What follows belongs to an exercise in optimizing a design on an open flow for small area; a production flow would make more cautious choices.
Function was checked by simulation only, so behaviour that the tests miss may differ from the original.
No activity file was given, so power comes from the tool's default toggle rates.

==> run a <==
==> flow/design.v <==
module memory #(
  parameter int DATA_WIDTH = 32,
  parameter int ADDR_WIDTH = 5
) (
  input  logic                  clk,
  input  logic                  rst,
  input  logic                  wr_en,
  input  logic [ADDR_WIDTH-1:0] wr_addr,
  input  logic [DATA_WIDTH-1:0] wr_data,
  input  logic                  rd_en,
  input  logic [ADDR_WIDTH-1:0] rd_addr1,
  input  logic [ADDR_WIDTH-1:0] rd_addr2,
  output logic [DATA_WIDTH-1:0] rd_data1,
  output logic [DATA_WIDTH-1:0] rd_data2
);
  localparam int DEPTH = 1 << ADDR_WIDTH;
  logic [DATA_WIDTH-1:0] r_mem [DEPTH];
  logic                  w_byp1;
  logic                  w_byp2;
  logic [DATA_WIDTH-1:0] w_rd1;
  logic [DATA_WIDTH-1:0] w_rd2;
  always_ff @(posedge clk or negedge rst) begin
    if (!rst) begin
      for (int i = 0; i < DEPTH; i++) begin
        r_mem[i] <= '0;
      end
    end else if (wr_en) begin
      r_mem[wr_addr] <= wr_data;
    end
  end
  always_comb begin
    w_byp1 = wr_en && (wr_addr == rd_addr1);
    w_byp2 = wr_en && (wr_addr == rd_addr2);
    w_rd1  = w_byp1 ? wr_data : r_mem[rd_addr1];
    w_rd2  = w_byp2 ? wr_data : r_mem[rd_addr2];
  end
  always_ff @(posedge clk or negedge rst) begin
    if (!rst) begin
      rd_data1 <= '0;
      rd_data2 <= '0;
    end else if (rd_en) begin
      rd_data1 <= w_rd1;
      rd_data2 <= w_rd2;
    end
  end
endmodule
==> flow/run.sh <==
#!/bin/bash
# synth_recipe.tcl (not shown) runs the flow's synth.tcl, then flattens the netlist and writes it again
# the make line also repeats each setting of config.mk as NAME=value (left out here)
make -C /OpenROAD-flow-scripts/flow DESIGN_CONFIG=/design/flow/config.mk WORK_HOME=/design/flow/orfs CLKGATE_MAP_FILE= SYNTH_SCRIPT=/design/flow/synth_recipe.tcl finish
==> flow/config.mk <==
export PLATFORM = sky130hd
export DESIGN_NAME = memory
export DESIGN_NICKNAME = memory
export VERILOG_FILES = /design/flow/design.v
export SDC_FILE = /design/flow/constraint.sdc
export NUM_CORES = 4
export LEC_CHECK = 0
export CAP_MARGIN = 20
export CORE_MARGIN = 2
export CORE_UTILIZATION = 30
export GPL_ROUTABILITY_DRIVEN = 1
export PLACE_DENSITY = 0.5
export SLEW_MARGIN = 20
==> flow/constraint.sdc <==
create_clock -name core_clock -period 5.0 [get_ports {clk}]
set_input_delay 1.0000 -clock core_clock [delete_from_list [all_inputs] [get_ports {clk}]]
set_output_delay 1.0000 -clock core_clock [all_outputs]
set_load 0.01 [all_outputs]
==> run b (differences from run a) <==
==> flow/design.v, changed modules only <==
module mem_wbit (
  input  logic q,
  input  logic h,
  input  logic d,
  input  logic w,
  output logic y
);
  assign y = (q & h) | (d & w);
endmodule
module mem_aoi3 (
  input  logic [2:0] a,
  input  logic [2:0] s,
  output logic       y_n
);
  assign y_n = ~|(a & s);
endmodule
module mem_rbit (
  input  logic [32:0] a,
  input  logic [32:0] s,
  output logic        y
);
  logic [10:0] w_n;
  for (genvar g = 0; g < 11; g++) begin : g_t
    mem_aoi3 u_t (.a(a[3*g+:3]), .s(s[3*g+:3]), .y_n(w_n[g]));
  end
  assign y = ~&w_n;
endmodule
module memory #(
  parameter int DATA_WIDTH = 32,
  parameter int ADDR_WIDTH = 5
) (
  input  logic                  clk,
  input  logic                  rst,
  input  logic                  wr_en,
  input  logic [ADDR_WIDTH-1:0] wr_addr,
  input  logic [DATA_WIDTH-1:0] wr_data,
  input  logic                  rd_en,
  input  logic [ADDR_WIDTH-1:0] rd_addr1,
  input  logic [ADDR_WIDTH-1:0] rd_addr2,
  output logic [DATA_WIDTH-1:0] rd_data1,
  output logic [DATA_WIDTH-1:0] rd_data2
);
  localparam int DEPTH = 1 << ADDR_WIDTH;
  logic [DATA_WIDTH-1:0] r_mem [DEPTH];
  logic [DEPTH-1:0]      r_vld;
  logic [DEPTH-1:0]      w_we;
  logic [DEPTH-1:0]      w_hd;
  logic [DEPTH-1:0]      w_vn;
  logic [DEPTH:0]        w_s1;
  logic [DEPTH:0]        w_s2;
  logic [DATA_WIDTH-1:0] w_nx [DEPTH];
  logic [DATA_WIDTH-1:0] w_rd1;
  logic [DATA_WIDTH-1:0] w_rd2;
  always_comb begin
    for (int i = 0; i < DEPTH; i++) begin
      w_we[i] = wr_en && (wr_addr == i);
      w_hd[i] = !w_we[i];
      w_vn[i] = r_vld[i] | w_we[i];
      w_s1[i] = rd_en && (rd_addr1 == i) && w_vn[i];
      w_s2[i] = rd_en && (rd_addr2 == i) && w_vn[i];
    end
    w_s1[DEPTH] = !rd_en;
    w_s2[DEPTH] = !rd_en;
  end
  for (genvar i = 0; i < DEPTH; i++) begin : g_w
    for (genvar b = 0; b < DATA_WIDTH; b++) begin : g_b
      mem_wbit u_w (.q(r_mem[i][b]), .h(w_hd[i]), .d(wr_data[b]), .w(w_we[i]),
                    .y(w_nx[i][b]));
    end
  end
  for (genvar b = 0; b < DATA_WIDTH; b++) begin : g_r
    logic [DEPTH:0] w_a1;
    logic [DEPTH:0] w_a2;
    for (genvar i = 0; i < DEPTH; i++) begin : g_i
      assign w_a1[i] = w_nx[i][b];
      assign w_a2[i] = w_nx[i][b];
    end
    assign w_a1[DEPTH] = rd_data1[b];
    assign w_a2[DEPTH] = rd_data2[b];
    mem_rbit u_r1 (.a(w_a1), .s(w_s1), .y(w_rd1[b]));
    mem_rbit u_r2 (.a(w_a2), .s(w_s2), .y(w_rd2[b]));
  end
  always_ff @(posedge clk) begin
    for (int i = 0; i < DEPTH; i++) begin
      r_mem[i] <= w_nx[i];
    end
  end
  always_ff @(posedge clk or negedge rst) begin
    if (!rst) begin
      r_vld    <= '0;
      rd_data1 <= '0;
      rd_data2 <= '0;
    end else begin
      r_vld    <= w_vn;
      rd_data1 <= w_rd1;
      rd_data2 <= w_rd2;
    end
  end
endmodule
==> flow/flow/run.sh (new file) <==
#!/bin/bash
# The standard layout (standard.sh, unchanged synthesis) with two changes:
# port buffers use buf_2 instead of the resizer's default pick, and clock
# tree synthesis uses clkbuf_8 with smaller sink clusters and no dummy loads.
set -euo pipefail
bash standard.sh \
  "BUFFER_PORTS_ARGS=-buffer_cell sky130_fd_sc_hd__buf_2" \
  "CTS_ARGS=-sink_clustering_enable -repair_clock_nets -dont_use_dummy_load -buf_list sky130_fd_sc_hd__clkbuf_8 -sink_clustering_size 14 -sink_clustering_max_diameter 60" \
  finish > standard.log 2>&1
==> flow/standard.sh (new file) <==
#!/bin/bash
# synth_recipe.tcl (not shown) runs the flow's synth.tcl, then flattens the netlist and writes it again
# the make line also repeats each setting of config.mk as NAME=value (left out here)
make -C /OpenROAD-flow-scripts/flow DESIGN_CONFIG=/design/flow/config.mk WORK_HOME=/design/flow/orfs CLKGATE_MAP_FILE= SYNTH_SCRIPT=/design/flow/synth_recipe.tcl "${@:-finish}"
- CORE_UTILIZATION: 30 -> 50
- PLACE_DENSITY: 0.5 -> 0.65
- SYNTH_HIERARCHICAL: not set -> 1
- SYNTH_MINIMUM_KEEP_SIZE: not set -> 0
removed: flow/run.sh
==> run c (differences from run a) <==
==> flow/design.v, changed modules only <==
module mem_wbit (
  input  logic q,
  input  logic h,
  input  logic d,
  input  logic w,
  output logic y
);
  assign y = (q & h) | (d & w);
endmodule
module mem_aoi3 (
  input  logic [2:0] a,
  input  logic [2:0] s,
  output logic       y_n
);
  assign y_n = ~|(a & s);
endmodule
module mem_rbit (
  input  logic [32:0] a,
  input  logic [32:0] s,
  output logic        y
);
  logic [10:0] w_n;
  for (genvar g = 0; g < 11; g++) begin : g_t
    mem_aoi3 u_t (.a(a[3*g+:3]), .s(s[3*g+:3]), .y_n(w_n[g]));
  end
  assign y = ~&w_n;
endmodule
module memory #(
  parameter int DATA_WIDTH = 32,
  parameter int ADDR_WIDTH = 5
) (
  input  logic                  clk,
  input  logic                  rst,
  input  logic                  wr_en,
  input  logic [ADDR_WIDTH-1:0] wr_addr,
  input  logic [DATA_WIDTH-1:0] wr_data,
  input  logic                  rd_en,
  input  logic [ADDR_WIDTH-1:0] rd_addr1,
  input  logic [ADDR_WIDTH-1:0] rd_addr2,
  output logic [DATA_WIDTH-1:0] rd_data1,
  output logic [DATA_WIDTH-1:0] rd_data2
);
  localparam int DEPTH = 1 << ADDR_WIDTH;
  logic [DATA_WIDTH-1:0] r_mem [DEPTH];
  logic [DEPTH-1:0]      r_vld;
  logic [DEPTH-1:0]      w_we;
  logic [DEPTH-1:0]      w_hd;
  logic [DEPTH-1:0]      w_vn;
  logic [DEPTH:0]        w_s1;
  logic [DEPTH:0]        w_s2;
  logic [DATA_WIDTH-1:0] w_nx [DEPTH];
  logic [DATA_WIDTH-1:0] w_rd1;
  logic [DATA_WIDTH-1:0] w_rd2;
  always_comb begin
    for (int i = 0; i < DEPTH; i++) begin
      w_we[i] = wr_en && (wr_addr == i);
      w_hd[i] = !w_we[i];
      w_vn[i] = r_vld[i] | w_we[i];
      w_s1[i] = rd_en && (rd_addr1 == i) && w_vn[i];
      w_s2[i] = rd_en && (rd_addr2 == i) && w_vn[i];
    end
    w_s1[DEPTH] = !rd_en;
    w_s2[DEPTH] = !rd_en;
  end
  for (genvar i = 0; i < DEPTH; i++) begin : g_w
    for (genvar b = 0; b < DATA_WIDTH; b++) begin : g_b
      mem_wbit u_w (.q(r_mem[i][b]), .h(w_hd[i]), .d(wr_data[b]), .w(w_we[i]),
                    .y(w_nx[i][b]));
    end
  end
  for (genvar b = 0; b < DATA_WIDTH; b++) begin : g_r
    logic [DEPTH:0] w_a1;
    logic [DEPTH:0] w_a2;
    for (genvar i = 0; i < DEPTH; i++) begin : g_i
      assign w_a1[i] = w_nx[i][b];
      assign w_a2[i] = w_nx[i][b];
    end
    assign w_a1[DEPTH] = rd_data1[b];
    assign w_a2[DEPTH] = rd_data2[b];
    mem_rbit u_r1 (.a(w_a1), .s(w_s1), .y(w_rd1[b]));
    mem_rbit u_r2 (.a(w_a2), .s(w_s2), .y(w_rd2[b]));
  end
  always_ff @(posedge clk) begin
    for (int i = 0; i < DEPTH; i++) begin
      r_mem[i] <= w_nx[i];
    end
  end
  always_ff @(posedge clk or negedge rst) begin
    if (!rst) begin
      r_vld    <= '0;
      rd_data1 <= '0;
      rd_data2 <= '0;
    end else begin
      r_vld    <= w_vn;
      rd_data1 <= w_rd1;
      rd_data2 <= w_rd2;
    end
  end
endmodule
- SYNTH_HIERARCHICAL: not set -> 1
- SYNTH_MINIMUM_KEEP_SIZE: not set -> 0
==> qor summary <==
	run a	run b	run c
Share of power burned in the clock network	38.1%	23.8%	38.4%
Die X	433 microns	294 microns	378 microns
Switching pwr	0.00804 W	0.00574 W	0.00662 W
Starting density of the core	30.2%	50.4%	30.1%
Worst r2r src	r_mem[6][23]	r_vld[3]	r_vld[27]
Setup slack on the worst flop-to-flop path	2.22 ns	2.07 ns	2.22 ns
Total met3 wirelength after detailed routing	45.5 mm	32.1 mm	29.0 mm
Estimated wirelength of the detail-placed design	210 mm	114 mm	129 mm
Fillcell total	18100	7101	13600
Grt met1 use	43.3%	56.7%	39.9%
Arrival time of data at the critical path endpoint	4.68 ns	4.76 ns	4.74 ns
CTS H-tree depth	4	3	3
Seq. pwr	0.0124 W	0.0114 W	0.0114 W
Required time at the worst-slack endpoint	5.75 ns	5.61 ns	5.63 ns
Proportion of cell area occupied by multi-input gates	40.3%	40.0%	36.0%
Highest cell delay on the worst timing path	0.95 ns	0.99 ns	0.64 ns
Synthesized instance count	4774	3397	3397
Crit share post-route	78.6%	83.0%	82.2%
Result of the run	no timing/DRC/antenna violations	no timing/DRC/antenna violations	no timing/DRC/antenna violations
Path length in cells of the critical path	8	9	10
Leakage power total	28.4 nW	18.4 nW	20.1 nW
Post-synthesis mux area share	20.8%	0%	0%

## re-timing with driven ports
The flow's constraints put no driver on any port. The routed layouts listed below were extracted and timed again, unchanged, in two steps. Step 1 (the two cells are an assumption about what drives the block):
set clk [get_ports {clk}]
set_driving_cell -lib_cell sky130_fd_sc_hd__clkbuf_16 $clk
set_driving_cell -lib_cell sky130_fd_sc_hd__buf_2 [delete_from_list [all_inputs] $clk]
Step 2, shift: input delay + t, output delay - t, t = (earliest + latest rising clock arrival at the registers) / 2. This alone moves slack from input paths to output paths. Three values: ideal, step 1, step 2; two values: the first two.
| run | shift t [ns] | setup WS [ns] | worst setup path after step 2 | cell pins on the clock port's net |
|---|---|---|---|---|
| run a | 0.917 | 1.072 / 1.064 / 0.147 | input to register | 1 |
| run b | 0.805 | 0.849 / 0.893 / 0.088 | input to register | 1 |
| run c | 0.823 | 0.892 / 0.941 / 0.118 | input to register | 1 |
After both steps every run listed still meets setup and hold. For run a, which loses most, drivers alone change the setup slack by -0.008 ns; drivers and shift together by -0.925 ns.
